From an optimization exercise on the open Yosys and OpenROAD flow, aimed at small area, a short achievable clock period and few clock cycles per item; shortcuts taken in it are not production practice.
No functional check of the RTL was part of any run shown here.
Power figures rest on the tool's default switching activity, not on a simulated workload.

`flow/run.sh`:
```
#!/bin/bash
# synth_recipe.tcl (not shown) runs the flow's synth.tcl, then flattens the netlist and writes it again
# the make line also repeats each setting of config.mk as NAME=value (left out here)
make -C /OpenROAD-flow-scripts/flow DESIGN_CONFIG=/design/flow/config.mk WORK_HOME=/design/flow/orfs CLKGATE_MAP_FILE= SYNTH_SCRIPT=/design/flow/synth_recipe.tcl finish
```
`flow/config.mk`:
```
export PLATFORM = sky130hd
export DESIGN_NAME = pulse_width_autobaud_detector
export DESIGN_NICKNAME = pulse_width_autobaud_detector
export VERILOG_FILES = /design/flow/design.v
export SDC_FILE = /design/flow/constraint.sdc
export NUM_CORES = 4
export LEC_CHECK = 0
export CAP_MARGIN = 20
export CORE_MARGIN = 2
export CORE_UTILIZATION = 40
export SLEW_MARGIN = 20
```
`flow/constraint.sdc`:
```
create_clock -name core_clock -period 5.5 [get_ports {clk}]
set_input_delay 1.1000 -clock core_clock [delete_from_list [all_inputs] [get_ports {clk}]]
set_output_delay 1.1000 -clock core_clock [all_outputs]
set_load 0.01 [all_outputs]
```
`flow/design.v`:
```
`timescale 1ns / 1ps
package pwad_pkg;
    localparam int OPCODE_W  = 2;
    localparam int PULSE_W   = 16;
    localparam int OUTCOME_W = 4;
    localparam int BIN_W     = 5;
    localparam int DIV_W     = 16;
    localparam int CFG_IDX_W = 3;
    localparam int CFG_DAT_W = 16;
    localparam int CNT_W     = 16;
    localparam int ITER_W    = 8;
    localparam logic [CNT_W-1:0] CNT_MAX = 16'hFFFF;
    localparam logic [OPCODE_W-1:0] OP_PULSE = 2'd0;
    localparam logic [OPCODE_W-1:0] OP_START = 2'd1;
    localparam logic [OPCODE_W-1:0] OP_ABORT = 2'd2;
    localparam logic [OUTCOME_W-1:0] OC_IGNORED   = 4'd0;
    localparam logic [OUTCOME_W-1:0] OC_REJECTED  = 4'd1;
    localparam logic [OUTCOME_W-1:0] OC_SHORTEST  = 4'd2;
    localparam logic [OUTCOME_W-1:0] OC_MATCHED   = 4'd3;
    localparam logic [OUTCOME_W-1:0] OC_UNMATCHED = 4'd4;
    localparam logic [OUTCOME_W-1:0] OC_STARTED   = 4'd5;
    localparam logic [OUTCOME_W-1:0] OC_ABORTED   = 4'd6;
    localparam logic [OUTCOME_W-1:0] OC_SUCCESS   = 4'd7;
    localparam logic [OUTCOME_W-1:0] OC_FAIL      = 4'd8;
    localparam logic [CFG_IDX_W-1:0] CFG_MIN_WIDTH   = 3'd0;
    localparam logic [CFG_IDX_W-1:0] CFG_MAX_WIDTH   = 3'd1;
    localparam logic [CFG_IDX_W-1:0] CFG_COUNT_LIM   = 3'd2;
    localparam logic [CFG_IDX_W-1:0] CFG_UNMATCH_LIM = 3'd3;
    localparam logic [CFG_IDX_W-1:0] CFG_ITER_LIM    = 3'd4;
    localparam logic [PULSE_W-1:0] RST_MIN_WIDTH   = 16'd53;
    localparam logic [PULSE_W-1:0] RST_MAX_WIDTH   = 16'd40000;
    localparam logic [CNT_W-1:0]   RST_COUNT_LIM   = 16'd512;
    localparam logic [CNT_W-1:0]   RST_UNMATCH_LIM = 16'd112;
    localparam logic [ITER_W-1:0]  RST_ITER_LIM    = 8'd16;
endpackage
`timescale 1ns / 1ps
import pwad_pkg::*;
module pwad_datapath
(
    input  logic [15:0] w,
    input  logic        none,    
    input  logic [15:0] lo,
    input  logic [16:0] hi,
    input  logic [16:0] lo3,     
    input  logic [16:0] hi3,     
    input  logic [16:0] hi5,     
    output logic [2:0]  g,
    output logic        over,    
    output logic [15:0] base_h,  
    output logic [15:0] base_l   
);
    logic [21:0] wx;
    logic        c1, c2, c3, c4;
    assign wx = {6'd0, w};
    assign c1   = !none && (wx > {3'd0, hi, 2'd0});
    assign c2   = !none && (wx > {2'd0, hi, 3'd0});
    assign c3   = !none && (wx > {3'd0, hi3, 2'd0});
    assign c4   = !none && (wx > {1'd0, hi, 4'd0});
    assign over = !none && (wx > {3'd0, hi5, 2'd0});
    always_comb
    begin
        g      = 3'd0;
        base_h = '0;
        base_l = '0;
        if (c4)
        begin
            g      = 3'd4;
            base_h = {hi[11:0], 4'd0};
            base_l = {lo[11:0], 4'd0};
        end
        else if (c3)
        begin
            g      = 3'd3;
            base_h = {hi3[13:0], 2'd0};
            base_l = {lo3[13:0], 2'd0};
        end
        else if (c2)
        begin
            g      = 3'd2;
            base_h = {hi[12:0], 3'd0};
            base_l = {lo[12:0], 3'd0};
        end
        else if (c1)
        begin
            g      = 3'd1;
            base_h = {hi[13:0], 2'd0};
            base_l = {lo[13:0], 2'd0};
        end
    end
endmodule
module pwad_fine
(
    input  logic [15:0] w,
    input  logic [15:0] base_h,
    input  logic [15:0] base_l,
    input  logic [2:0]  g,
    input  logic        over,
    input  logic [15:0] lo,
    input  logic [16:0] hi,
    input  logic [16:0] lo3,
    input  logic [16:0] hi3,
    output logic        matched,
    output logic [4:0]  bin
);
    function automatic logic gt3(input logic [19:0] a, input logic [19:0] b, input logic [19:0] c);
        logic [19:0] nb, nc, s, cy, t;
        nb = ~b;
        nc = ~c;
        s  = a ^ nb ^ nc;
        cy = {(a[18:0] & nb[18:0]) | (a[18:0] & nc[18:0]) | (nb[18:0] & nc[18:0]), 1'b1};
        t  = s + cy;
        gt3 = ~t[19];
    endfunction
    function automatic logic ge3(input logic [19:0] a, input logic [19:0] b, input logic [19:0] c);
        logic [19:0] na, s, cy, t;
        na = ~a;
        s  = b ^ c ^ na;
        cy = {(b[18:0] & c[18:0]) | (b[18:0] & na[18:0]) | (c[18:0] & na[18:0]), 1'b0};
        t  = s + cy;
        ge3 = t[19];
    endfunction
    logic e1, e2, e3, d1, d2, d3, d4;
    logic [1:0] f1;
    assign e1 = gt3({4'd0, w}, {4'd0, base_h}, {3'd0, hi});
    assign e2 = gt3({4'd0, w}, {4'd0, base_h}, {2'd0, hi, 1'b0});
    assign e3 = gt3({4'd0, w}, {4'd0, base_h}, {3'd0, hi3});
    assign d1 = ge3({4'd0, w}, {4'd0, base_l}, {4'd0, lo});
    assign d2 = ge3({4'd0, w}, {4'd0, base_l}, {3'd0, lo, 1'b0});
    assign d3 = ge3({4'd0, w}, {4'd0, base_l}, {3'd0, lo3});
    assign d4 = ge3({4'd0, w}, {4'd0, base_l}, {2'd0, lo, 2'b0});
    assign f1      = {1'b0, e1} + {1'b0, e2} + {1'b0, e3};
    assign matched = !over && (e3 ? d4 : e2 ? d3 : e1 ? d2 : d1);
    assign bin     = {g[2:0], f1};
endmodule
`timescale 1ns / 1ps
import pwad_pkg::*;
module pulse_width_autobaud_detector
#(
    parameter int NUM_BINS   = 20,
    parameter int WIDTH_BITS = 16
)
(
    input  logic                 clk,
    input  logic                 rst_n,
    input  logic                 pulse_valid,
    output logic                 pulse_ready,
    input  logic [OPCODE_W-1:0]  pulse_opcode,
    input  logic [PULSE_W-1:0]   pulse_width,
    output logic                 result_valid,
    input  logic                 result_ready,
    output logic [OUTCOME_W-1:0] result_outcome,
    output logic [BIN_W-1:0]     result_bin_index,
    output logic [DIV_W-1:0]     result_divisor,
    output logic                 result_engaged,
    input  logic                 cfg_we,
    input  logic [CFG_IDX_W-1:0] cfg_index,
    input  logic [CFG_DAT_W-1:0] cfg_data
);
    logic [PULSE_W-1:0]  min_reg, max_reg;
    logic [CNT_W-1:0]    count_lim_reg, unmatch_lim_reg;
    logic [ITER_W-1:0]   iter_lim_reg;
    logic                active_reg;
    logic                short_none;
    logic [15:0]         short_reg;
    logic [15:0]         lo_reg;         
    logic [CNT_W-1:0]    total_reg, unm_reg;
    logic                unm_pend;       
    logic [ITER_W-1:0]   att_reg;
    logic                stall_reg;
    logic [15:0]         lo_d;
    logic [16:0]         hi_d, lo3_d, hi3_d, hi5_d;
    logic                b1_valid, b1_bin, b1_retry, b1_eng, b1_none;
    logic [OUTCOME_W-1:0] b1_oc;
    logic [15:0]         b1_w;
    logic                b2_valid, b2_bin, b2_cnt, b2_eng, b2_none, b2_over;
    logic [OUTCOME_W-1:0] b2_oc;
    logic [15:0]         b2_w, b2_base_h, b2_base_l;
    logic [2:0]          b2_g;
    logic                out_valid;
    logic [OUTCOME_W-1:0] out_outcome;
    logic [BIN_W-1:0]    out_bin_index;
    logic [DIV_W-1:0]    out_divisor;
    logic                out_engaged;
    always_ff @(posedge clk or negedge rst_n)
    begin
        if (!rst_n)
        begin
            min_reg         <= RST_MIN_WIDTH;
            max_reg         <= RST_MAX_WIDTH;
            count_lim_reg   <= RST_COUNT_LIM;
            unmatch_lim_reg <= RST_UNMATCH_LIM;
            iter_lim_reg    <= RST_ITER_LIM;
        end
        else if (cfg_we)
        begin
            case (cfg_index)
                CFG_MIN_WIDTH:   min_reg         <= cfg_data;
                CFG_MAX_WIDTH:   max_reg         <= cfg_data;
                CFG_COUNT_LIM:   count_lim_reg   <= cfg_data;
                CFG_UNMATCH_LIM: unmatch_lim_reg <= cfg_data;
                CFG_ITER_LIM:    iter_lim_reg    <= cfg_data[ITER_W-1:0];
                default: ;
            endcase
        end
    end
    logic adv, accept;
    assign adv         = !out_valid || result_ready;
    assign pulse_ready = adv && !stall_reg;
    assign accept      = pulse_valid && pulse_ready;
    logic [15:0] w;
    logic        is_start, is_abort, is_pulse;
    logic        decide, unm_ok, att_le1;
    logic        a_succ, a_fail, a_retry, a_go, out_range, below;
    logic        a_rej, a_short, a_bin;
    logic [OUTCOME_W-1:0] a_oc;
    logic        a_eng;
    logic [CNT_W-1:0] total_inc;
    logic [18:0] w7;
    assign w = pulse_width;
    assign is_start  = (pulse_opcode == OP_START);
    assign is_abort  = (pulse_opcode == OP_ABORT);
    assign is_pulse  = (pulse_opcode == OP_PULSE) && active_reg;
    assign decide    = (total_reg > count_lim_reg);
    assign unm_ok    = (unm_reg <= unmatch_lim_reg);
    assign att_le1   = (att_reg <= 8'd1);
    assign a_succ    = is_pulse && decide && unm_ok;
    assign a_fail    = is_pulse && decide && !unm_ok && att_le1;
    assign a_retry   = is_pulse && decide && !unm_ok && !att_le1;
    assign a_go      = is_pulse && !(decide && (unm_ok || att_le1));
    assign out_range = (w < min_reg) || (w > max_reg);
    assign below     = decide ? (w != 16'hFFFF) : (w < lo_reg);
    assign a_rej     = a_go && out_range;
    assign a_short   = a_go && !out_range && below;
    assign a_bin     = a_go && !out_range && !below;
    always_comb
    begin
        a_oc  = OC_IGNORED;
        a_eng = active_reg;
        if (is_start)
        begin
            a_oc  = OC_STARTED;
            a_eng = 1'b1;
        end
        else if (is_abort)
        begin
            a_oc  = OC_ABORTED;
            a_eng = 1'b0;
        end
        else if (a_succ)
        begin
            a_oc  = OC_SUCCESS;
            a_eng = 1'b0;
        end
        else if (a_fail)
        begin
            a_oc  = OC_FAIL;
            a_eng = 1'b0;
        end
        else if (a_rej)
            a_oc = OC_REJECTED;
        else if (a_short)
            a_oc = OC_SHORTEST;
        else if (a_bin)
            a_oc = OC_MATCHED;
    end
    assign total_inc = (total_reg == CNT_MAX) ? CNT_MAX : total_reg + 1'b1;
    assign w7        = {w, 3'd0} - {3'd0, w};
    always_ff @(posedge clk or negedge rst_n)
    begin
        if (!rst_n)
        begin
            active_reg <= 1'b0;
            short_none <= 1'b1;
            lo_reg     <= 16'hFFFF;
            total_reg  <= '0;
            att_reg    <= '0;
        end
        else if (accept)
        begin
            active_reg <= a_eng;
            if (a_short)
            begin
                short_none <= 1'b0;
                lo_reg     <= w7[18:3];
            end
            else if (is_start || a_retry)
            begin
                short_none <= 1'b1;
                lo_reg     <= 16'hFFFF;
            end
            if (is_start || a_short || (a_retry && a_rej))
                total_reg <= '0;
            else if (a_bin)
                total_reg <= a_retry ? 16'd1 : total_inc;
            if (is_start)
                att_reg <= iter_lim_reg;
            else if (a_retry)
                att_reg <= att_reg - 1'b1;
            else if (a_fail)
                att_reg <= '0;
        end
    end
    always_ff @(posedge clk)
    begin
        if (accept && a_short)
            short_reg <= w;
    end
    logic b2_match, b2_unmatched;
    logic a_clr, b_pending;
    assign b2_unmatched = adv && b2_valid && b2_cnt && !b2_match;
    assign a_clr        = is_start || a_retry || a_short;
    assign b_pending    = adv ? ((accept && is_pulse) || (b1_valid && b1_bin) || (b2_valid && b2_bin))
                              : ((b1_valid && b1_bin) || (b2_valid && b2_bin));
    always_ff @(posedge clk or negedge rst_n)
    begin
        if (!rst_n)
        begin
            unm_reg   <= '0;
            unm_pend  <= 1'b0;
            stall_reg <= 1'b0;
        end
        else
        begin
            if (accept && a_clr)
            begin
                unm_reg  <= '0;
                unm_pend <= 1'b0;
            end
            else
            begin
                if (unm_pend && unm_reg != CNT_MAX)
                    unm_reg <= unm_reg + 1'b1;
                unm_pend <= b2_unmatched;
            end
            stall_reg <= b_pending && (total_reg >= count_lim_reg);
        end
    end
    logic [16:0] hi_n;
    logic [19:0] lo3_n, hi3_n, hi5_n;
    logic [19:0] h3a, h3b, h5a, h5b;
    function automatic logic [16:0] sat17(input logic [19:0] v);
        sat17 = (v[19:16] != 4'd0) ? 17'h10000 : v[16:0];
    endfunction
    always_comb
    begin
        h3a   = {3'd0, short_reg, 1'b0} ^ {4'd0, short_reg} ^ {7'd0, short_reg[15:4], 1'b0};
        h3b   = {({3'd0, short_reg, 1'b0} & {4'd0, short_reg}) |
                 ({3'd0, short_reg, 1'b0} & {7'd0, short_reg[15:4], 1'b0}) |
                 ({4'd0, short_reg} & {7'd0, short_reg[15:4], 1'b0}), 1'b0};
        h5a   = {2'd0, short_reg, 2'b0} ^ {4'd0, short_reg} ^ {6'd0, short_reg[15:4], 2'b0};
        h5b   = {({2'd0, short_reg, 2'b0} & {4'd0, short_reg}) |
                 ({2'd0, short_reg, 2'b0} & {6'd0, short_reg[15:4], 2'b0}) |
                 ({4'd0, short_reg} & {6'd0, short_reg[15:4], 2'b0}), 1'b0};
        hi_n  = short_none ? 17'h0FFFF : ({1'b0, short_reg} + {5'd0, short_reg[15:4]});
        hi3_n = short_none ? 20'h10000 : h3a + h3b + {8'd0, short_reg[15:4]};
        hi5_n = short_none ? 20'h10000 : h5a + h5b + {8'd0, short_reg[15:4]};
        lo3_n = {3'b0, lo_reg, 1'b0} + {4'b0, lo_reg};
    end
    always_ff @(posedge clk)
    begin
        if (adv)
        begin
            lo_d  <= lo_reg;
            hi_d  <= hi_n;
            lo3_d <= sat17(lo3_n);
            hi3_d <= sat17(hi3_n);
            hi5_d <= sat17(hi5_n);
        end
    end
    logic [2:0]  s1_g;
    logic        s1_over;
    logic [15:0] s1_base_h, s1_base_l;
    pwad_datapath u_coarse (
        .w      (b1_w),
        .none   (b1_retry),
        .lo     (lo_d),
        .hi     (hi_d),
        .lo3    (lo3_d),
        .hi3    (hi3_d),
        .hi5    (hi5_d),
        .g      (s1_g),
        .over   (s1_over),
        .base_h (s1_base_h),
        .base_l (s1_base_l)
    );
    logic [4:0] b2_binidx;
    pwad_fine u_fine (
        .w       (b2_w),
        .base_h  (b2_base_h),
        .base_l  (b2_base_l),
        .g       (b2_g),
        .over    (b2_over),
        .lo      (lo_d),
        .hi      (hi_d),
        .lo3     (lo3_d),
        .hi3     (hi3_d),
        .matched (b2_match),
        .bin     (b2_binidx)
    );
    always_ff @(posedge clk or negedge rst_n)
    begin
        if (!rst_n)
        begin
            b1_valid  <= 1'b0;
            b2_valid  <= 1'b0;
            out_valid <= 1'b0;
        end
        else if (adv)
        begin
            b1_valid  <= accept;
            b2_valid  <= b1_valid;
            out_valid <= b2_valid;
        end
    end
    always_ff @(posedge clk)
    begin
        if (adv)
        begin
            b1_oc     <= a_oc;
            b1_bin    <= a_bin;
            b1_retry  <= a_retry;
            b1_eng    <= a_eng;
            b1_none   <= short_none;
            b1_w      <= w;
            b2_oc     <= b1_oc;
            b2_bin    <= b1_bin;
            b2_cnt    <= b1_bin && !(accept && a_clr);
            b2_eng    <= b1_eng;
            b2_none   <= b1_none;
            b2_w      <= b1_w;
            b2_g      <= s1_g;
            b2_over   <= s1_over;
            b2_base_h <= s1_base_h;
            b2_base_l <= s1_base_l;
            out_outcome   <= b2_bin ? (b2_match ? OC_MATCHED : OC_UNMATCHED) : b2_oc;
            out_bin_index <= (b2_bin && b2_match) ? b2_binidx : 5'd0;
            out_divisor   <= (!b2_bin && b2_oc == OC_SUCCESS) ? (b2_none ? 16'hFFFF : short_reg) : 16'd0;
            out_engaged   <= b2_eng;
        end
    end
    assign result_valid     = out_valid;
    assign result_outcome   = out_outcome;
    assign result_bin_index = out_bin_index;
    assign result_divisor   = out_divisor;
    assign result_engaged   = out_engaged;
endmodule
```
==> out/metrics.cfg, run 1 <==
[outcome]
status = timing/DRC/antenna clean

[finish]
drive_above_1_share_pct = 7.57
syn2layout_area_growth_pct = 11.9
nets = 3182
antennaDiodeCount = 0
fin_util_pct = 45.0

[logic_synthesis]
synth_cell_types = 94
syn_nets = 3087
synth_area_um2 = 26400
synthCells = 2545
syn_area_per_cell_um2 = 10.4
synth-main-ff-cell = edfxtp_1
yosys_warnings = 3
async_flop_share_pct = 39.6
synth_seq_cells = 341
yosysSeqAreaShare_pct = 36.4
synth_edf_count = 206

[power]
pwr-share-comb_pct = 41.4
ir_drop_v = 0.000248
p_sw_share_pct = 38.3
pwr-share-clk_pct = 22.6
p_per_area_nw_per_um2 = 392
power.internal_w = 0.00714
seqPwrFrac_pct = 36.0
p_switching_w = 0.00443
leakagePower_nw = 13.4
total_power_w = 0.0116

[clock_tree]
cts_made_buffers = 37
cts_sinks = 341
cts_resized = 0
clockBufferDepth = 3
ctsHtreeMaxLevel = 2
cts_root_buf = clkbuf_16
postCtsHoldBufs = 0
clock_latency_ns = 0.54
cts_setup_buffers = 0
clk_pin_slew_ns = 0.06
cts_tree = built

[drt]
dr.pass1.iters = 5
num_vias = 19177
finalWirelength_um = 69100
via_per_inst = 5.43
drtIter0Drc = 1268
ant_nets = 0
drcViolationCount = 0
wl_per_cell_um = 19.6

[floorplan]
fp.dieH_um = 261
die_w_um = 261
core_area_um2 = 65500
initial_core_util_pct = 40.2
ios = 70
dieArea_um2 = 68000
rows = 94

[sta]
skew_ns = 0.0244
worst_slew_pin_slew_ns = 1.04
finalCriticalPeriod_ns = 4.87
timing.final.ws_setup_ns = 0.632
rsz0062_at_grt = no
max_freq_mhz = 205
tns_ns = 0
maxSlewHeadroom_pct = 29.8
setup_violations = 0
finalMaxSlewViolations = 0
final-hold-violation-count = 0
post-route-period-util_pct = 88.5

[hold_path]
hp-class = reg2reg

[global_routing]
grt_use_total_pct = 20.8
antenna_found_initial = 0
grt-ovfl-total = 0
grt_start_max_net_pins = 127
grt_pass1_vias = 19753
grt_pass1_wl_um = 111000

[critical_path]
crit_type = reg2reg
cp.arrival_ns = 5.13
start_kind = flip-flop
crit_path_end_kind = flip-flop
cp_data_required_time_ns = 5.76
critPathMaxFanout = 17
reg2reg_slack_ns = 0.63

[placement]
io_buffers = 69
pre_cts_ws_ns = 0.526
hpwl_um = 54200
place_congestion = 0.915

[flow_run]
cap_viol_max_count = 0

placed cells by master (no fill, tap or decap), types with 8 or more instances in the layout:
| master | synthesis | final |
|---|---|---|
| nor2_1 | 164 | 163 |
| o21bai_1 | 11 | 11 |
| nand2_1 | 141 | 141 |
| a2111oi_0 | 11 | 11 |
| o22a_1 | 9 | 9 |
| clkbuf_16 | 0 | 39 |
| and3_1 | 14 | 14 |
| dfrtp_1 | 104 | 104 |
| ha_1 | 355 | 355 |
| o21a_1 | 38 | 38 |
| nor3b_1 | 10 | 9 |
| xor2_1 | 32 | 32 |
| mux2_2 | 29 | 29 |
| a211oi_1 | 39 | 39 |
| o21ai_0 | 118 | 118 |
| nor2b_1 | 41 | 41 |
| clkinv_2 | 0 | 8 |
| nand4_1 | 46 | 46 |
| o211ai_1 | 16 | 16 |
| nand3_1 | 48 | 48 |
| o31ai_1 | 12 | 12 |
| buf_4 | 5 | 34 |
| xnor2_1 | 32 | 32 |
| a21oi_1 | 127 | 126 |
| inv_1 | 406 | 405 |
| clkdlybuf4s50_1 | 0 | 68 |
| nor4_1 | 9 | 9 |
| or2_2 | 8 | 8 |
| dfstp_2 | 31 | 31 |
| a31oi_1 | 12 | 12 |
| a2bb2oi_2 | 8 | 8 |
| a21o_1 | 59 | 59 |
| edfxtp_1 | 206 | 206 |
| fa_1 | 145 | 145 |
| a221oi_1 | 28 | 28 |
| nor3_1 | 45 | 45 |
| or3_1 | 9 | 9 |
| nand2b_1 | 27 | 27 |
power groups by stage:
stage / Clock, W / Sequential (W) / Combinational (W)
3_3_place_gp: 0 / 0.00419 / 0.00453
4_1_cts: 0.00268 / 0.00416 / 0.00483
3_5_place_dp: 0 / 0.00421 / 0.00479
6_report: 0.00262 / 0.00416 / 0.00479
2_1_floorplan: 0 / 0.00394 / 0.00343
5_1_grt: 0.00279 / 0.00425 / 0.00557
metal layers:
metal	wire [µm]	part of all wire (%)	global-route usage (%)
met2	31300	45	33.4
met1	32300	47	29.6
met4	2290	3.3	6.76
met5	0	0	0
met3	3180	4.6	2.14
critical path, cell delays in order, from the launching register on:
cell and delay (ns):
edfxtp_1 0.51, inv_1 0.37, fa_1 0.51, fa_1 0.53, inv_1 0.05, ha_1 0.35
a21oi_1 0.15, nor2b_1 0.08, nor3b_1 0.31, nor2_1 0.17, a2111oi_0 0.44, nor2_1 0.14
mux2_2 0.30, o22ai_2 0.55, a2111oi_0 0.15
final timing paths:
check / start / endpoint / cells past startpoint
hold reg to reg: b2_eng / out_engaged / 0
min in group asynchronous: rst_n / total_reg[11] / 1
setup reg to reg: short_reg[7] / hi3_d[12] / 14
max in group asynchronous: rst_n / unm_reg[4] / 2
hold / removal: b2_eng / out_engaged / 0
setup / recovery: short_reg[7] / hi3_d[12] / 14
area by class of cell:
class / instances / area [µm²]
clock inverter: 18 / 213
inverter: 407 / 1530
fill: 6069 / 36000
sequential: 341 / 9600
multi-input combinational: 1749 / 15000
clock buffer: 49 / 1060
tap: 864 / 1080
timing repair buffer: 104 / 967
per-stage QoR:
| stage | hold slack (ns) | area, µm² | std cells |
|---|---|---|---|
| 3_5_place_dp | 0.405 | 28200 | 3465 |
| 6_report | 0.419 | 29500 | 3532 |
| 2_1_floorplan | 0.400 | 26400 | 2545 |
| 3_3_place_gp | 0.401 | 28200 | 3465 |
| 4_1_cts | 0.423 | 29500 | 3532 |
| 5_1_grt | 0.430 | 29500 | 3532 |
kinds of logic after synthesis:
kind of cell	after synthesis	synth area share (%)
compound gates	565	14.6
mux	32	1.35
xor+xnor	64	2.13
buf+inv	455	6.67
fa+ha+maj	501	27.9
simple gates	587	10.9
flops	341	36.4
Yosys cell counts (all sizes together) (16+ instances only):
cell type	count	area [µm²]
nand2	141	529
mux2	29	327
nand2b	27	169
a221oi	28	245
a21oi	128	644
xor2	32	280
o21a	38	285
o211ai	16	120
nor2	165	622
clkbuf	28	105
fa	145	2900
dfrtp	104	2600
nand4	46	288
buf	20	124
dfstp	31	815
o21ai	126	653
xnor2	32	280
inv	406	1520
edfxtp	206	6190
nor2b	41	257
nand3	48	240
a21o	60	452
nor3	46	241
a211oi	41	318
ha	355	4440
==> run 2, diff against run 1 <==
--- a/flow/config.mk
+++ b/flow/config.mk
@@ -6,6 +6,8 @@
 export NUM_CORES = 4
 export LEC_CHECK = 0
+export ABC_CLOCK_PERIOD_IN_PS = 3500
 export CAP_MARGIN = 20
 export CORE_MARGIN = 2
-export CORE_UTILIZATION = 40
+export CORE_UTILIZATION = 50
+export SETUP_SLACK_MARGIN = 1.5
 export SLEW_MARGIN = 20
==> run 2 against run 1 <==
Effect of this change: sequential power is 1% lower; worst setup slack better by 0.81 ns; largest power group unchanged; first-iteration DRC count is 14% higher; die area is 20% lower; via count is 3.9% higher; largest cell class unchanged; critical path depth is 2 higher; core utilization is 14 points higher; global-route usage is 6.2 points higher; still clean; clock-buffer cell count is 1 lower; clock skew is 0.0053 ns lower; area after synthesis stayed put; combinational power is 9.0% higher.
==> out/metrics.cfg, run 2 <==
[logic_synthesis]
synth.top_cell.area_share_pct = 23.5  ; unchanged
syn_area_per_cell_um2 = 10.4  ; unchanged
synth_cell_types = 94  ; unchanged
syn_nets = 3087  ; unchanged
synthCells = 2545  ; unchanged
synth_seq_cells = 341  ; unchanged
synth-main-ff-cell = edfxtp_1  ; unchanged
async_flop_share_pct = 39.6  ; unchanged
synth_top_area_cell = edfxtp_1  ; unchanged
yosysSeqAreaShare_pct = 36.4  ; unchanged
yosys_warnings = 3  ; unchanged
synth_area_um2 = 26400  ; unchanged
yosysMostFrequentCell = inv_1  ; unchanged
yosys-top-cells-area = edfxtp_1 (23%), ha_1 (17%), fa_1 (11%)  ; unchanged
synth.top_cells.by_count = inv_1 (406), ha_1 (355), edfxtp_1 (206)  ; unchanged
synth_edf_count = 206  ; unchanged

[drt]
drcViolationCount = 0  ; unchanged
num_vias = 19932  ; was 19177
finalWirelength_um = 72600  ; was 69100 µm
wl_per_cell_um = 20.9  ; was 19.6 µm
drtIter0Drc = 1449  ; was 1268
dr.pass1.iters = 5  ; unchanged
via_per_inst = 5.74  ; was 5.43
ant_nets = 0  ; unchanged

[critical_path]
cp_data_required_time_ns = 5.80  ; was 5.76 ns
cp.arrival_ns = 4.37  ; was 5.13 ns
crit_type = reg2reg  ; unchanged
start_kind = flip-flop  ; unchanged
critPathMaxFanout = 5  ; was 17
crit_path_end_kind = flip-flop  ; unchanged

[global_routing]
grt_pass1_vias = 19823  ; was 19753
grt-ovfl-total = 0  ; unchanged
grt_use_total_pct = 27.0  ; was 20.8%
grt_start_max_net_pins = 101  ; was 127
grt_pass1_wl_um = 113000  ; was 111000 µm
antenna_found_initial = 1  ; was 0

[finish]
syn2layout_area_growth_pct = 17.8  ; was 11.9%
antennaDiodeCount = 0  ; unchanged
drive_above_1_share_pct = 15.4  ; was 7.57%
fin_util_pct = 59.3  ; was 45.0%
layoutNonFillerInstCount = 3472  ; was 3532
final_area_um2 = 31100  ; was 29500 µm²
layout_common_cells = inv_1 (378), ha_1 (338), edfxtp_1 (206), fa_1 (142), nand2_1 (141)  ; was inv_1 (405), ha_1 (355), edfxtp_1 (206), nor2_1 (163), fa_1 (145)
layout_commonest_cell = inv_1  ; unchanged
nets = 3295  ; was 3182

[hold_path]
hp-class = reg2reg  ; unchanged

[floorplan]
rows = 84  ; was 94
core_area_um2 = 52300  ; was 65500 µm²
fp.dieH_um = 234  ; was 261 µm
dieArea_um2 = 54600  ; was 68000 µm²
initial_core_util_pct = 50.3  ; was 40.2%
ios = 70  ; unchanged
die_w_um = 234  ; was 261 µm

[power]
total_power_w = 0.0121  ; was 0.0116 W
ir_drop_v = 0.000271  ; was 0.000248 V
leakagePower_nw = 14.0  ; was 13.4 nW
p_per_area_nw_per_um2 = 390  ; was 392 nW/µm²

[clock_tree]
clk_pin_slew_ns = 0.06  ; about the same
cts_sinks = 341  ; unchanged
cts_root_buf = clkbuf_16  ; unchanged
ctsHtreeMaxLevel = 2  ; unchanged
cts_made_buffers = 39  ; was 37
clock_latency_ns = 0.58  ; was 0.54 ns
clockBufferDepth = 3  ; unchanged
cts_tree = built  ; unchanged

[sta]
maxSlewHeadroom_pct = 36.0  ; was 29.8%
finalCriticalPeriod_ns = 4.06  ; was 4.87 ns
rsz0062_at_grt = yes  ; was no
setup_violations = 0  ; unchanged
final-hold-violation-count = 0  ; unchanged
post-route-period-util_pct = 73.8  ; was 88.5%
worst_slew_pin_slew_ns = 0.960  ; was 1.04 ns
max_freq_mhz = 246  ; was 205 MHz
tns_ns = 0  ; unchanged
skew_ns = 0.0190  ; was 0.0244 ns
finalMaxSlewViolations = 0  ; unchanged

[flow_run]
cap_viol_max_count = 0  ; unchanged

[placement]
placedCellCount = 3292  ; was 3465
place_congestion = 0.957  ; was 0.915
dpl_cell_area_um2 = 28100  ; was 28200 µm²
io_buffers = 69  ; unchanged
hpwl_um = 54300  ; was 54200 µm

[outcome]
status = timing/DRC/antenna clean  ; unchanged

-- run 2: cell counts after synthesis --
Identical to the previous run, type by type.
-- run 2: worst max-delay path, stage by stage, from the launching register on --
cell and delay [ns]:
edfxtp_1 0.49, clkinvlp_4 0.22, buf_6 0.15, fa_1 0.46, fa_1 0.53, inv_2 0.05, ha_4 0.25, nor2b_4 0.14
nor3b_4 0.25, nor2_4 0.07, a2111oi_4 0.31, nor2_2 0.10, mux2_4 0.32, o22ai_4 0.15, buf_12 0.15, buf_6 0.10
nor3b_2 0.04
-- run 2: through the flow --
step | setup slack, ns | hold WS [ns]
floorplan | 0.774 | 0.400
global placement | 0.534 | 0.401
detailed placement | 0.556 | 0.405
CTS | 1.47 | 0.421
global route | 1.35 | 0.430
finish | 1.44 | 0.421
-- run 2: worst paths after layout --
path                                   start      endpoint  depth (start not counted)  slack, ns
min in group asynchronous              rst_n  total_reg[1]                          1       0.61
worst min register to register      b1_oc[0]      b2_oc[0]                          0       0.42
worst max register to register  short_reg[8]      hi3_d[5]                         16       1.44
worst min-delay path                b1_oc[0]      b2_oc[0]                          0       0.42
worst max-delay path            short_reg[8]      hi3_d[5]                         16       1.44
max in group asynchronous              rst_n    max_reg[4]                          2       3.82
-- run 2: layout make-up --
| cell class | count | area, µm² |
|---|---|---|
| multi-input combinational | 1751 | 15700 |
| clock buffer | 48 | 1100 |
| inverter | 407 | 1590 |
| clock inverter | 24 | 274 |
| timing repair buffer | 213 | 1910 |
| sequential | 341 | 9600 |
| fill | 4427 | 21300 |
| tap | 688 | 861 |
-- run 2: layer usage --
layer	wire, µm	global-route usage [%]	vias up
met2	33200	42.8	607
met1	33500	39.3	9819
li1	-	-	9408
met3	4050	3.03	98
met5	0	0	-
met4	1830	7.46	0
-- run 2: cell families after synthesis --
kind of cell / count (synthesis) / synth area share [%]
AND/OR/NAND/NOR: 587 / 10.9
flip-flops: 341 / 36.4
multiplexers: 32 / 1.35
XOR/XNOR: 64 / 2.13
buffers and inverters: 455 / 6.67
AO/OA/AOI/OAI: 565 / 14.6
adder cells (fa/ha/maj): 501 / 27.9
-- run 2: where the power goes --
group          leakage [nW]  total, W  internal, W  switching [W]
registers              3.72   0.00412      0.00349       0.000629
logic                  9.64   0.00522      0.00229        0.00293
clock network         0.675   0.00277      0.00164        0.00114
-- run 2: what timing repair did --
action                     in CTS  in global routing
pin swaps                      34                 65
hold buffers                    0                  0
cloned                          4                  0
setup buffers                  67                 37
setup endpoints to repair      94                112
resized for setup              91                 78
==> run 3, diff against run 2 <==
--- a/flow/config.mk
+++ b/flow/config.mk
@@ -6,8 +6,8 @@
 export NUM_CORES = 4
 export LEC_CHECK = 0
-export ABC_CLOCK_PERIOD_IN_PS = 3500
+export ABC_CLOCK_PERIOD_IN_PS = 2800
 export CAP_MARGIN = 20
 export CORE_MARGIN = 2
 export CORE_UTILIZATION = 50
-export SETUP_SLACK_MARGIN = 1.5
+export SETUP_SLACK_MARGIN = 2.5
 export SLEW_MARGIN = 20
==> run 3 against run 2 <==
Effect of this change: still clean on timing, DRC and antenna; worst hold slack got worse by 0.0014 ns; via count increased by 5.6%; synthesized cell count is the same; core utilization is 6.8 points higher; global-route usage increased by 2.3 points; clock power about the same; fmax is essentially flat; worst setup slack lost 0.0028 ns; combinational power grew 23%; die area unchanged; clock-buffer cell count down 2; critical path type unchanged; critical endpoint is now hi5_d[11]; largest cell class unchanged.
==> out/metrics.cfg, run 3 <==
[outcome]
status = timing/DRC/antenna clean  ; unchanged

[clock_tree]
cts_root_buf = clkbuf_16  ; unchanged
clock_latency_ns = 0.57  ; was 0.58 ns
cts_made_buffers = 39  ; unchanged
postCtsHoldBufs = 0  ; unchanged
clk_pin_slew_ns = 0.06  ; about the same
ctsHtreeMaxLevel = 2  ; unchanged
cts_tree = built  ; unchanged
clockBufferDepth = 3  ; unchanged
cts_sinks = 341  ; unchanged

[drt]
ant_nets = 0  ; unchanged
num_vias = 21056  ; was 19932
drtIter0Drc = 1459  ; was 1449
drcViolationCount = 0  ; unchanged
dr.pass1.iters = 5  ; unchanged
wl_per_cell_um = 22.1  ; was 20.9 µm
via_per_inst = 5.83  ; was 5.74
finalWirelength_um = 79900  ; was 72600 µm

[logic_synthesis]
yosys-top-cells-area = edfxtp_1 (23%), ha_1 (17%), fa_1 (11%)  ; unchanged
synth_top_area_cell = edfxtp_1  ; unchanged
synth_seq_cells = 341  ; unchanged
syn_nets = 3087  ; unchanged
synth.top_cells.by_count = inv_1 (406), ha_1 (355), edfxtp_1 (206)  ; unchanged
synth-main-ff-cell = edfxtp_1  ; unchanged
yosys_warnings = 3  ; unchanged
synth_cell_types = 94  ; unchanged
async_flop_share_pct = 39.6  ; unchanged
yosysMostFrequentCell = inv_1  ; unchanged
synthCells = 2545  ; unchanged
yosysSeqAreaShare_pct = 36.4  ; unchanged
synth_area_um2 = 26400  ; unchanged
synth.top_cell.area_share_pct = 23.5  ; unchanged
syn_area_per_cell_um2 = 10.4  ; unchanged
synth_edf_count = 206  ; unchanged

[global_routing]
antenna_found_initial = 0  ; was 1
grt_use_met1_pct = 40.9  ; was 39.3%
grt_start_max_net_pins = 94  ; was 101
use_met3_pct = 4.04  ; was 3.03%
grt_pass1_wl_um = 122000  ; was 113000 µm
grt_use_total_pct = 29.3  ; was 27.0%
grt.busiest_layer = met2  ; unchanged
grt_pass1_vias = 21376  ; was 19823
met2_usage_pct = 46.8  ; was 42.8%
grt-ovfl-total = 0  ; unchanged

[critical_path]
reg2reg_slack_ns = 1.44  ; about the same
slowest_stage = fa_1  ; unchanged
reg2reg_to = hi5_d[11]  ; was hi3_d[5]
crit_end = hi5_d[11]  ; was hi3_d[5]
crit_start = short_reg[8]  ; unchanged
critPathMaxFanout = 8  ; was 5
ff2ff_path_depth = 18  ; was 16
cp.arrival_ns = 4.38  ; was 4.37 ns
crit_type = reg2reg  ; unchanged
start_kind = flip-flop  ; unchanged
cp_data_required_time_ns = 5.81  ; was 5.80 ns
path_cells = clkinvlp_4, buf_6, fa_1, fa_1, inv_1, ha_1, a21o_1, a21o_1, a21oi_2, o211ai_1, a21oi_2, a21oi_2, and3_4, o21ai_4, buf_6, buf_12, buf_16, nor2_1  ; was clkinvlp_4, buf_6, fa_1, fa_1, inv_2, ha_4, nor2b_4, nor3b_4, nor2_4, a2111oi_4, nor2_2, mux2_4, o22ai_4, buf_12, buf_6, nor3b_2
crit_top_cell = a21oi_2
r2r-start = short_reg[8]  ; unchanged
critPathMaxStageDelay_ns = 0.53  ; about the same
crit_path_end_kind = flip-flop  ; unchanged

[sta]
max_freq_mhz = 246  ; about the same
post-route-period-util_pct = 73.9  ; was 73.8%
worst_slew_pin_slew_ns = 0.871  ; was 0.960 ns
rsz0062_at_grt = yes  ; unchanged
finalCriticalPeriod_ns = 4.06  ; about the same
skew_ns = 0.0154  ; was 0.0190 ns
whs_ns = 0.420  ; was 0.421 ns
maxSlewHeadroom_pct = 41.9  ; was 36.0%
final-hold-violation-count = 0  ; unchanged
timing.final.ws_setup_ns = 1.44  ; about the same
setup_violations = 0  ; unchanged
tns_ns = 0  ; unchanged
finalMaxSlewViolations = 0  ; unchanged

[placement]
placedCellCount = 3282  ; was 3292
io_buffers = 69  ; unchanged
pre_cts_ws_ns = 0.721  ; was 0.556 ns
dpl_cell_area_um2 = 28500  ; was 28100 µm²
place_congestion = 0.928  ; was 0.957
hpwl_um = 55100  ; was 54300 µm

[power]
ir_drop_v = 0.000264  ; was 0.000271 V
leakagePower_nw = 15.2  ; was 14.0 nW
p_per_area_nw_per_um2 = 382  ; was 390 nW/µm²

[floorplan]
rows = 84  ; unchanged
core_area_um2 = 52300  ; unchanged
dieArea_um2 = 54600  ; unchanged
ios = 70  ; unchanged
die_w_um = 234  ; unchanged
initial_core_util_pct = 50.3  ; unchanged
fp.dieH_um = 234  ; unchanged

[finish]
final_area_um2 = 34600  ; was 31100 µm²
layoutNonFillerInstCount = 3609  ; was 3472
antennaDiodeCount = 0  ; unchanged
drive_above_1_share_pct = 29.3  ; was 15.4%
layout_common_cells = inv_1 (354), ha_1 (303), edfxtp_1 (206), buf_4 (190), fa_1 (142)  ; was inv_1 (378), ha_1 (338), edfxtp_1 (206), fa_1 (142), nand2_1 (141)
fillCellCount = 4013  ; was 4427
syn2layout_area_growth_pct = 31.4  ; was 17.8%
layout_commonest_cell = inv_1  ; unchanged
nets = 3433  ; was 3295

[hold_path]
hp-class = reg2reg  ; unchanged

[flow_run]
cap_viol_max_count = 0  ; unchanged

## run 3: changes by cell type in the layout (fill, tap and decap cells not counted), sizes merged, moves of 2 or more
cell | previous run | this run
buf | 145 | 291
clkdlybuf4s50 | 66 | 50
clkinv | 14 | 19
clkbuf | 48 | 50
clkinvlp | 11 | 9
## run 3: kinds of logic after synthesis
logic type               count (synthesis)  share of synthesized area (%)
AND/OR/NAND/NOR                        587                           10.9
multiplexers                            32                           1.35
flip-flops                             341                           36.4
buffers and inverters                  455                           6.67
adder cells (fa/ha/maj)                501                           27.9
AO/OA/AOI/OAI                          565                           14.6
XOR/XNOR                                64                           2.13
## run 3: power breakdown
part | switching (W) | total, W | internal [W]
Sequential | 0.000585 | 0.00408 | 0.00349
Combinational | 0.00348 | 0.00640 | 0.00293
Clock | 0.00112 | 0.00277 | 0.00165
## run 3: worst min path at each step
stage,cells after the start,to,slack (ns),start
2_1_floorplan,0,b2_eng,0.40,b1_eng
3_3_place_gp,0,b2_oc[3],0.40,b1_oc[3]
3_5_place_dp,0,b2_oc[2],0.40,b1_oc[2]
4_1_cts,0,b2_oc[3],0.42,b1_oc[3]
5_1_grt,0,b2_oc[2],0.43,b1_oc[2]
6_report,0,b2_oc[2],0.42,b1_oc[2]
## run 3: routing by layer
layer | vias to the layer above | share of wire, % | routed length [µm]
li1 | 9704 | - | -
met1 | 10482 | 44 | 35400
met2 | 699 | 46 | 36700
met3 | 171 | 5.9 | 4680
met4 | 0 | 3.9 | 3150
met5 | - | 0 | 0
## run 3: cell type report
type / count / area, µm² / area share (%)
multi-input cells: 1754 / 17600 / 50.9
flip-flops and latches: 341 / 9610 / 27.8
repair buffers: 346 / 3510 / 10.1
inverters: 407 / 1620 / 4.68
clock buffers: 46 / 1080 / 3.11
well taps: 688 / 861 / 2.49
clock inverters: 25 / 284 / 0.820
repair inverters: 2 / 36.3 / 0.105
## run 3: metrics by stage
stage / util (%) / total power (W)
after detailed placement: 54.5 / 0.00912
after global placement: 54.5 / 0.00890
after CTS: 63.1 / 0.0127
after floorplan: - / 0.00750
final: 66.2 / 0.0132
after global routing: 66.2 / 0.0142
## run 3: timing repair
| item | CTS | global route |
|---|---|---|
| gates cloned | 16 | 5 |
| pin swaps | 126 | 123 |
| buffers inserted | 176 | 59 |
| endpoints found under the setup margin | 173 | 173 |
| endpoints found under the hold margin | 0 | 0 |
| resized for setup | 407 | 231 |
## run 3: worst max-delay path, delay by kind of cell (launching register included)
family / cells / cell delay [ns]
and+or+nand+nor: 2 / 0.24
AOI/OAI and AO/OA: 7 / 1.15
buffers and inverters: 6 / 0.72
adders and majority gates: 3 / 1.24
DFF: 1 / 0.47
==> run 4, diff against run 3 <==
--- a/flow/design.v
+++ b/flow/design.v
@@ -44,5 +44,4 @@
     input  logic [16:0] lo3,     
     input  logic [16:0] hi3,     
-    input  logic [16:0] hi5,     
     output logic [2:0]  g,
     output logic        over,    
@@ -50,4 +49,13 @@
     output logic [15:0] base_l   
 );
+    function automatic logic gt3(input logic [21:0] a, input logic [21:0] b, input logic [21:0] c);
+        logic [21:0] nb, nc, s, cy, t;
+        nb = ~b;
+        nc = ~c;
+        s  = a ^ nb ^ nc;
+        cy = {(a[20:0] & nb[20:0]) | (a[20:0] & nc[20:0]) | (nb[20:0] & nc[20:0]), 1'b1};
+        t  = s + cy;
+        gt3 = ~t[21];
+    endfunction
     logic [21:0] wx;
     logic        c1, c2, c3, c4;
@@ -57,5 +65,5 @@
     assign c3   = !none && (wx > {3'd0, hi3, 2'd0});
     assign c4   = !none && (wx > {1'd0, hi, 4'd0});
-    assign over = !none && (wx > {3'd0, hi5, 2'd0});
+    assign over = !none && gt3(wx, {1'd0, hi, 4'd0}, {3'd0, hi, 2'd0});
     always_comb
     begin
@@ -169,5 +177,5 @@
     logic                stall_reg;
     logic [15:0]         lo_d;
-    logic [16:0]         hi_d, lo3_d, hi3_d, hi5_d;
+    logic [16:0]         hi_d, lo3_d, hi3_d;
     logic                b1_valid, b1_bin, b1_retry, b1_eng, b1_none;
     logic [OUTCOME_W-1:0] b1_oc;
@@ -337,6 +345,12 @@
     end
     logic [16:0] hi_n;
-    logic [19:0] lo3_n, hi3_n, hi5_n;
-    logic [19:0] h3a, h3b, h5a, h5b;
+    logic [19:0] lo3_n, hi3_n;
+    logic [19:0] h3a, h3b, h3c, h3d;
+    function automatic logic [19:0] csa_s(input logic [19:0] a, input logic [19:0] b, input logic [19:0] c);
+        csa_s = a ^ b ^ c;
+    endfunction
+    function automatic logic [19:0] csa_c(input logic [19:0] a, input logic [19:0] b, input logic [19:0] c);
+        csa_c = {(a[18:0] & b[18:0]) | (a[18:0] & c[18:0]) | (b[18:0] & c[18:0]), 1'b0};
+    endfunction
     function automatic logic [16:0] sat17(input logic [19:0] v);
         sat17 = (v[19:16] != 4'd0) ? 17'h10000 : v[16:0];
@@ -344,15 +358,10 @@
     always_comb
     begin
-        h3a   = {3'd0, short_reg, 1'b0} ^ {4'd0, short_reg} ^ {7'd0, short_reg[15:4], 1'b0};
-        h3b   = {({3'd0, short_reg, 1'b0} & {4'd0, short_reg}) |
-                 ({3'd0, short_reg, 1'b0} & {7'd0, short_reg[15:4], 1'b0}) |
-                 ({4'd0, short_reg} & {7'd0, short_reg[15:4], 1'b0}), 1'b0};
-        h5a   = {2'd0, short_reg, 2'b0} ^ {4'd0, short_reg} ^ {6'd0, short_reg[15:4], 2'b0};
-        h5b   = {({2'd0, short_reg, 2'b0} & {4'd0, short_reg}) |
-                 ({2'd0, short_reg, 2'b0} & {6'd0, short_reg[15:4], 2'b0}) |
-                 ({4'd0, short_reg} & {6'd0, short_reg[15:4], 2'b0}), 1'b0};
+        h3a   = csa_s({3'd0, short_reg, 1'b0}, {4'd0, short_reg}, {7'd0, short_reg[15:4], 1'b0});
+        h3b   = csa_c({3'd0, short_reg, 1'b0}, {4'd0, short_reg}, {7'd0, short_reg[15:4], 1'b0});
+        h3c   = csa_s(h3a, h3b, {8'd0, short_reg[15:4]});
+        h3d   = csa_c(h3a, h3b, {8'd0, short_reg[15:4]});
         hi_n  = short_none ? 17'h0FFFF : ({1'b0, short_reg} + {5'd0, short_reg[15:4]});
-        hi3_n = short_none ? 20'h10000 : h3a + h3b + {8'd0, short_reg[15:4]};
-        hi5_n = short_none ? 20'h10000 : h5a + h5b + {8'd0, short_reg[15:4]};
+        hi3_n = short_none ? 20'h10000 : h3c + h3d;
         lo3_n = {3'b0, lo_reg, 1'b0} + {4'b0, lo_reg};
     end
@@ -365,5 +374,4 @@
             lo3_d <= sat17(lo3_n);
             hi3_d <= sat17(hi3_n);
-            hi5_d <= sat17(hi5_n);
         end
     end
@@ -378,5 +386,4 @@
         .lo3    (lo3_d),
         .hi3    (hi3_d),
-        .hi5    (hi5_d),
         .g      (s1_g),
         .over   (s1_over),
--- a/flow/config.mk
+++ b/flow/config.mk
@@ -6,8 +6,8 @@
 export NUM_CORES = 4
 export LEC_CHECK = 0
-export ABC_CLOCK_PERIOD_IN_PS = 2800
+export ABC_CLOCK_PERIOD_IN_PS = 3500
 export CAP_MARGIN = 20
 export CORE_MARGIN = 2
 export CORE_UTILIZATION = 50
-export SETUP_SLACK_MARGIN = 2.5
+export SETUP_SLACK_MARGIN = 2.6
 export SLEW_MARGIN = 20
==> run 4 against run 3 <==
Effect of this change: worst hold slack worse by 0.0015 ns; largest power group unchanged; worst setup slack better by 0.30 ns; sequential cell count fell by 17; die area fell by 4.0%; highest routed layer is now met5; wire length fell by 2.4%; still clean; final cell count decreased by 5.5%; core utilization fell by 1.5 points; clock power is 3% lower; fmax increased by 8.1%.
==> out/metrics.cfg, run 4 <==
[logic_synthesis]
yosysMostFrequentCell = inv_1  ; unchanged
synth_seq_cells = 324  ; was 341
yosysSeqAreaShare_pct = 36.0  ; was 36.4%
yosys_warnings = 3  ; unchanged
synth.top_cell.area_share_pct = 22.4  ; was 23.5%
synth_edf_count = 189  ; was 206
synthCells = 2404  ; was 2545
synth_area_um2 = 25300  ; was 26400 µm²
synth_top_area_cell = edfxtp_1  ; unchanged
syn_nets = 2920  ; was 3087
synth-main-ff-cell = edfxtp_1  ; unchanged
synth_cell_types = 103  ; was 94
syn_area_per_cell_um2 = 10.5  ; was 10.4 µm²
synth.top_cells.by_count = inv_1 (348), ha_1 (339), edfxtp_1 (189)  ; was inv_1 (406), ha_1 (355), edfxtp_1 (206)
yosys-top-cells-area = edfxtp_1 (22%), ha_1 (17%), fa_1 (11%)  ; was edfxtp_1 (23%), ha_1 (17%), fa_1 (11%)
async_flop_share_pct = 41.7  ; was 39.6%

[global_routing]
antenna_found_initial = 1  ; was 0
grt_start_max_net_pins = 102  ; was 94
grt_pass1_vias = 20512  ; was 21376
grt-ovfl-total = 0  ; unchanged
grt_use_total_pct = 29.4  ; was 29.3%
grt_pass1_wl_um = 119000  ; was 122000 µm

[drt]
wl_per_cell_um = 22.9  ; was 22.1 µm
finalWirelength_um = 78000  ; was 79900 µm
num_vias = 20216  ; was 21056
dr.pass1.iters = 7  ; was 5
ant_nets = 0  ; unchanged
via_per_inst = 5.93  ; was 5.83
drcViolationCount = 0  ; unchanged
drtIter0Drc = 1682  ; was 1459

[floorplan]
fp.dieH_um = 229  ; was 234 µm
core_area_um2 = 50100  ; was 52300 µm²
ios = 70  ; unchanged
dieArea_um2 = 52400  ; was 54600 µm²
die_w_um = 229  ; was 234 µm
initial_core_util_pct = 50.5  ; was 50.3%
rows = 82  ; was 84

[sta]
setup_violations = 0  ; unchanged
post-route-period-util_pct = 68.4  ; was 73.9%
timing.final.ws_setup_ns = 1.74  ; was 1.44 ns
maxSlewHeadroom_pct = 35.5  ; was 41.9%
max_freq_mhz = 266  ; was 246 MHz
worst_slew_pin_slew_ns = 0.967  ; was 0.871 ns
whs_ns = 0.418  ; was 0.420 ns
skew_ns = 0.0233  ; was 0.0154 ns
finalCriticalPeriod_ns = 3.76  ; was 4.06 ns
final-hold-violation-count = 0  ; unchanged
finalMaxSlewViolations = 0  ; unchanged
rsz0062_at_grt = yes  ; unchanged
tns_ns = 0  ; unchanged

[clock_tree]
cts_root_buf = clkbuf_16  ; unchanged
ctsHtreeMaxLevel = 2  ; unchanged
cts_made_buffers = 38  ; was 39
clock_latency_ns = 0.57  ; about the same
cts_tree = built  ; unchanged
clk_pin_slew_ns = 0.06  ; about the same
postCtsHoldBufs = 0  ; unchanged
clockBufferDepth = 3  ; unchanged
cts_sinks = 324  ; was 341

[hold_path]
hold_depth = 0  ; unchanged
hp-start = b1_oc[3]  ; was b1_oc[2]
min_to = b2_oc[3]  ; was b2_oc[2]
hp-class = reg2reg  ; unchanged

[finish]
top_regs = hi3_d x17, hi_d x17, lo3_d x17
multi_input_area_um2 = 16500  ; was 17600 µm²
layoutNonFillerInstCount = 3409  ; was 3609
layout_common_cells = inv_1 (323), ha_1 (304), edfxtp_1 (189), buf_4 (161), nand2_1 (147)  ; was inv_1 (354), ha_1 (303), edfxtp_1 (206), buf_4 (190), fa_1 (142)
nets = 3225  ; was 3433
syn2layout_area_growth_pct = 28.0  ; was 31.4%
regArea_um2 = 9090  ; was 9610 µm²
layout_commonest_cell = inv_1  ; unchanged
drive_above_1_share_pct = 25.7  ; was 29.3%
fillCellCount = 3997  ; was 4013
antennaDiodeCount = 0  ; unchanged
fin_util_pct = 64.7  ; was 66.2%

[placement]
placedCellCount = 3112  ; was 3282
pre_cts_ws_ns = 0.647  ; was 0.721 ns
hpwl_um = 53100  ; was 55100 µm
place_congestion = 0.878  ; was 0.928
io_buffers = 69  ; unchanged

[power]
p_sw_share_pct = 39.5  ; was 39.1%
ir_drop_v = 0.000225  ; was 0.000264 V
pwr-share-clk_pct = 21.5  ; was 20.9%
p_switching_w = 0.00493  ; was 0.00518 W
leakagePower_nw = 14.5  ; was 15.2 nW
pwr-share-comb_pct = 47.9  ; was 48.3%
power.internal_w = 0.00756  ; was 0.00806 W
p_per_area_nw_per_um2 = 386  ; was 382 nW/µm²
seqPwrFrac_pct = 30.7  ; was 30.8%

[critical_path]
r2r-start = short_reg[5]  ; was short_reg[8]
reg2reg_slack_ns = 1.74  ; was 1.44 ns
ff2ff_path_depth = 11  ; was 18
crit_path_end_kind = flip-flop  ; unchanged
crit_type = reg2reg  ; unchanged
critPathMaxFanout = 5  ; was 8
cp_data_required_time_ns = 5.87  ; was 5.81 ns
cp.arrival_ns = 4.13  ; was 4.38 ns
start_kind = flip-flop  ; unchanged
reg2reg_to = hi3_d[14]  ; was hi5_d[11]

[outcome]
status = timing/DRC/antenna clean  ; unchanged

[flow_run]
cap_viol_max_count = 0  ; unchanged

-- run 4: final cells by class --
cell class              count  share of cell area (%)
flip-flops and latches    324                    28.1
repair inverters            1                  0.0271
repair buffers            317                    10.0
clock buffers              47                    3.26
multi-input cells        1676                    50.8
clock inverters            21                   0.796
well taps                 672                    2.60
inverters                 351                    4.38
-- run 4: critical path, stage by stage (launching register included) --
cell,delay [ns]
edfxtp_1,0.52
buf_6,0.18
fa_2,0.57
fa_2,0.46
ha_4,0.17
or4_4,0.42
o211ai_1,0.29
a31oi_2,0.18
nor3_2,0.23
o21ai_4,0.12
buf_6,0.15
nor4_4,0.26
-- run 4: how the worst max path moves through the flow --
| stage | from | end | slack, ns | depth (start not counted) |
|---|---|---|---|---|
| floorplan | result_ready | b1_bin | 1.26 | 2 |
| global placement | pulse_width[15] | unm_reg[12] | 0.71 | 10 |
| detailed placement | pulse_width[11] | unm_pend | 0.65 | 10 |
| CTS | short_reg[5] | hi3_d[14] | 1.85 | 11 |
| global route | short_reg[6] | hi3_d[14] | 1.62 | 11 |
| finish | short_reg[5] | hi3_d[14] | 1.74 | 11 |
-- run 4: cells by family after synthesis --
kind of cell,synth area share [%]
buf+inv,6.19
flops,36.0
fa+ha+maj,27.5
simple gates,11.5
mux,2.57
compound gates,14.4
xor+xnor,1.90
-- run 4: layer usage --
metal  wire [µm]  share of wire, %  GRT usage (%)
met1       33400                43           40.8
met2       36200                46           47.7
met3        5340               6.9           4.22
met4        3110               4.0           9.58
met5          13             0.017              0
-- run 4: metrics by stage --
| stage | power (W) | instance area (µm²) |
|---|---|---|
| after CTS | 0.0122 | 31200 |
| after global routing | 0.0135 | 32400 |
| after global placement | 0.00860 | 27200 |
| final | 0.0125 | 32400 |
| after floorplan | 0.00724 | 25700 |
| after detailed placement | 0.00883 | 27200 |
-- run 4: power by group through the flow --
stage          clock network, W  logic (W)  registers (W)
2_1_floorplan                 0    0.00354        0.00370
5_1_grt                 0.00282    0.00674        0.00389
6_report                0.00268    0.00598        0.00383
3_3_place_gp                  0    0.00469        0.00391
3_5_place_dp                  0    0.00490        0.00393
4_1_cts                 0.00273    0.00566        0.00381
-- run 4: what timing repair did --
action,in CTS,in global routing
endpoints found under the setup margin,160,158
buffers inserted,162,45
gates resized for setup,328,153
gates cloned,17,5
pin swaps,115,78
==> run 5, diff against run 4 <==
--- a/flow/config.mk
+++ b/flow/config.mk
@@ -10,4 +10,4 @@
 export CORE_MARGIN = 2
 export CORE_UTILIZATION = 50
-export SETUP_SLACK_MARGIN = 2.6
+export SETUP_SLACK_MARGIN = 2.0
 export SLEW_MARGIN = 20
==> run 5 against run 4 <==
Effect of this change: fmax is essentially flat; wire length fell by 8.9%; via count down 4.9%; worst setup slack gained 0.0034 ns; clock-buffer cell count up 2; still clean on timing, DRC and antenna; critical endpoint is now hi3_d[13].
==> out/metrics.cfg, run 5 <==
[clock_tree]
clk_pin_slew_ns = 0.06  ; about the same
postCtsHoldBufs = 0  ; unchanged
ctsHtreeMaxLevel = 2  ; unchanged
cts_root_buf = clkbuf_16  ; unchanged
cts_sinks = 324  ; unchanged
clockBufferDepth = 3  ; unchanged
cts_tree = built  ; unchanged
clock_latency_ns = 0.57  ; about the same
cts_made_buffers = 38  ; unchanged

[outcome]
status = timing/DRC/antenna clean  ; unchanged

[logic_synthesis]
synth_fa_ha_area_share_pct = 27.5  ; unchanged
synth.top_cell.area_share_pct = 22.4  ; unchanged
synthSimpleGateAreaFrac_pct = 11.5  ; unchanged
yosys-top-cells-area = edfxtp_1 (22%), ha_1 (17%), fa_1 (11%)  ; unchanged
synth_seq_cells = 324  ; unchanged
yosys-mux-area-fraction_pct = 2.57  ; unchanged
synth-xor-area-share_pct = 1.90  ; unchanged
yosysMostFrequentCell = inv_1  ; unchanged
syn_area_per_cell_um2 = 10.5  ; unchanged
syn_nets = 2920  ; unchanged
synthCells = 2404  ; unchanged
async_flop_share_pct = 41.7  ; unchanged
yosysSeqAreaShare_pct = 36.0  ; unchanged
synth_edf_count = 189  ; unchanged
synth_area_um2 = 25300  ; unchanged
synth_top_family_by_area = adder cells  ; unchanged
synth-main-ff-cell = edfxtp_1  ; unchanged
synth.top_cells.by_count = inv_1 (348), ha_1 (339), edfxtp_1 (189)  ; unchanged
synth_top_area_cell = edfxtp_1  ; unchanged
synth_compound_area_share_pct = 14.4  ; unchanged
yosys_warnings = 3  ; unchanged
synth_cell_types = 103  ; unchanged

[global_routing]
grt_use_total_pct = 27.5  ; was 29.4%
grt_pass1_wl_um = 112000  ; was 119000 µm
grt-ovfl-total = 0  ; unchanged
grt_start_max_net_pins = 173  ; was 102
antenna_found_initial = 0  ; was 1
grt_pass1_vias = 19617  ; was 20512

[critical_path]
slowest_stage = fa_1  ; was fa_2
start_kind = flip-flop  ; unchanged
critPathMaxFanout = 5  ; unchanged
cp_data_required_time_ns = 5.79  ; was 5.87 ns
crit_type = reg2reg  ; unchanged
cp.arrival_ns = 4.05  ; was 4.13 ns
path_cells = buf_6, fa_1, fa_1, ha_4, a21o_1, a21oi_2, nor2b_1, a311oi_2, buf_4, a21oi_4, o31a_1, o21ai_4, buf_8, a211oi_4  ; was buf_6, fa_2, fa_2, ha_4, or4_4, o211ai_1, a31oi_2, nor3_2, o21ai_4, buf_6, nor4_4
crit_top_cell = fa_1
ff2ff_path_depth = 14  ; was 11
crit_path_end_kind = flip-flop  ; unchanged
critPathMaxStageDelay_ns = 0.58  ; was 0.57 ns

[sta]
skew_ns = 0.0270  ; was 0.0233 ns
setup_violations = 0  ; unchanged
maxSlewHeadroom_pct = 28.0  ; was 35.5%
final-hold-violation-count = 0  ; unchanged
worst_slew_pin_slew_ns = 1.08  ; was 0.967 ns
post-route-period-util_pct = 68.3  ; was 68.4%
rsz0062_at_grt = yes  ; unchanged
tns_ns = 0  ; unchanged
finalCriticalPeriod_ns = 3.76  ; about the same
max_freq_mhz = 266  ; about the same
finalMaxSlewViolations = 0  ; unchanged

[floorplan]
ios = 70  ; unchanged
dieArea_um2 = 52400  ; unchanged
rows = 82  ; unchanged
initial_core_util_pct = 50.5  ; unchanged
fp.dieH_um = 229  ; unchanged
core_area_um2 = 50100  ; unchanged
die_w_um = 229  ; unchanged

[power]
p_per_area_nw_per_um2 = 398  ; was 386 nW/µm²
total_power_w = 0.0119  ; was 0.0125 W
leakagePower_nw = 13.6  ; was 14.5 nW
ir_drop_v = 0.000229  ; was 0.000225 V

[placement]
place_congestion = 0.895  ; was 0.878
hpwl_um = 52400  ; was 53100 µm
io_buffers = 69  ; unchanged

[hold_path]
hp-class = reg2reg  ; unchanged
hold_depth = 0  ; unchanged

[drt]
met3_length_um = 4070  ; was 5340 µm
drtIter0Drc = 1543  ; was 1682
ant_nets = 0  ; unchanged
num_vias = 19228  ; was 20216
drcViolationCount = 0  ; unchanged
met1_length_um = 32300  ; was 33400 µm
highest_layer = met4  ; was met5
dr.pass1.iters = 7  ; unchanged
via_per_inst = 5.81  ; was 5.93
dr_wl_met2_um = 32900  ; was 36200 µm
wl_per_cell_um = 21.5  ; was 22.9 µm
finalWirelength_um = 71000  ; was 78000 µm

[finish]
syn2layout_area_growth_pct = 18.5  ; was 28.0%
layout_commonest_cell = inv_1  ; unchanged
drive_above_1_share_pct = 16.7  ; was 25.7%
nets = 3124  ; was 3225
layout_common_cells = inv_1 (331), ha_1 (326), edfxtp_1 (189), nand2_1 (148), fa_1 (134)  ; was inv_1 (323), ha_1 (304), edfxtp_1 (189), buf_4 (161), nand2_1 (147)
top_regs = hi3_d x17, hi_d x17, lo3_d x17  ; unchanged
fillCellCount = 4274  ; was 3997

[flow_run]
cap_viol_max_count = 0  ; unchanged

-- run 5: where the power goes --
group          internal [W]  switching (W)
registers           0.00329       0.000542
clock network       0.00148        0.00104
logic               0.00248        0.00309
total               0.00725        0.00467
-- run 5: cells by family after synthesis --
kind of cell / Yosys count
buffers and inverters: 408
XOR/XNOR: 55
AND/OR/NAND/NOR: 564
adder cells (fa/ha/maj): 475
AO/OA/AOI/OAI: 517
flip-flops: 324
multiplexers: 61
-- run 5: cell type report --
cell class	instances	area (µm²)	share of cell area [%]
multi-input combinational	1672	15300	51.2
clock buffer	49	1000	3.35
inverter	351	1380	4.61
sequential	324	9090	30.4
clock inverter	19	210	0.702
timing repair buffer	221	2080	6.96
tap	672	841	2.81
antenna	1	2.50	0.00835
-- run 5: per-layer routing --
layer / vias up / global-route usage (%)
li1: 9037 / -
met1: 9524 / 39.5
met2: 564 / 44.2
met3: 103 / 2.98
met4: 0 / 7.69
met5: - / 0
-- run 5: path summary, 6_finish.rpt --
kind / from / to / slack (ns)
max: short_reg[8] / hi3_d[13] / 1.74
min: b1_oc[1] / b2_oc[1] / 0.43
max reg2reg: short_reg[8] / hi3_d[13] / 1.74
min in group asynchronous: rst_n / total_reg[7] / 0.60
max in group asynchronous: rst_n / unm_reg[5] / 3.79
min reg2reg: b1_oc[1] / b2_oc[1] / 0.43
-- run 5: timing repair --
| item | in CTS | in global routing |
|---|---|---|
| pin swaps | 49 | 49 |
| resized for setup | 120 | 91 |
| gates cloned | 5 | 0 |
| buffers inserted | 104 | 18 |
| setup endpoints to repair | 120 | 141 |
-- run 5: critical path: cells and delay by family, from the launching register on --
family | cells | cell delay, ns
AND/OR/NAND/NOR | 1 | 0.07
buffers and inverters | 3 | 0.54
flip-flops | 1 | 0.53
AO/OA/AOI/OAI | 7 | 1.01
adder cells (fa/ha/maj) | 3 | 1.32
-- run 5: through the flow --
| stage | hold slack (ns) | cell area (µm²) | setup slack [ns] | cells | utilization [%] |
|---|---|---|---|---|---|
| finish | 0.425 | 30000 | 1.74 | 3309 | 59.8 |
| global route | 0.432 | 30000 | 1.64 | 3308 | 59.8 |
| CTS | 0.422 | 29500 | 1.85 | 3290 | 59.0 |
| detailed placement | 0.407 | 26800 | 0.649 | 3113 | 53.6 |
| global placement | 0.400 | 26800 | 0.745 | 3113 | 53.6 |
| floorplan | 0.400 | 25400 | 1.26 | 2404 | - |

[re-timing with driven ports]
The flow's constraints put no driver on any port. The routed layouts listed below were extracted and timed again, unchanged, in two steps.
Step 1 assumes that a clkbuf_16 drives the clock port and a buf_2 every other input.
Step 2 moves the port delays by t, midway between the first and last clock arrival at a register: inputs arrive t later, outputs are due t later. That takes back most of the time a late clock gives input paths.
Three values: ideal ports, drivers, drivers and shift; two values: the first two.
run | t, ns | setup WS [ns] | clock arrival spread, ns | pins driven straight from the clock port
run 1 | 0.589 | 0.632 / 0.632 / 0.484 | 0.026 / 0.026 | 1
run 2 | 0.621 | 1.438 / 1.438 / 1.090 | 0.023 / 0.024 | 1
run 3 | 0.623 | 1.435 / 1.435 / 1.435 | 0.018 / 0.018 | 1
run 4 | 0.615 | 1.738 / 1.738 / 1.681 | 0.024 / 0.024 | 1
run 5 | 0.612 | 1.742 / 1.742 / 1.559 | 0.028 / 0.028 | 1
After both steps setup and hold are still met in every run listed. The setup slack of run 2, which loses most, moves by 0.000 ns with the drivers and by -0.348 ns with both steps.
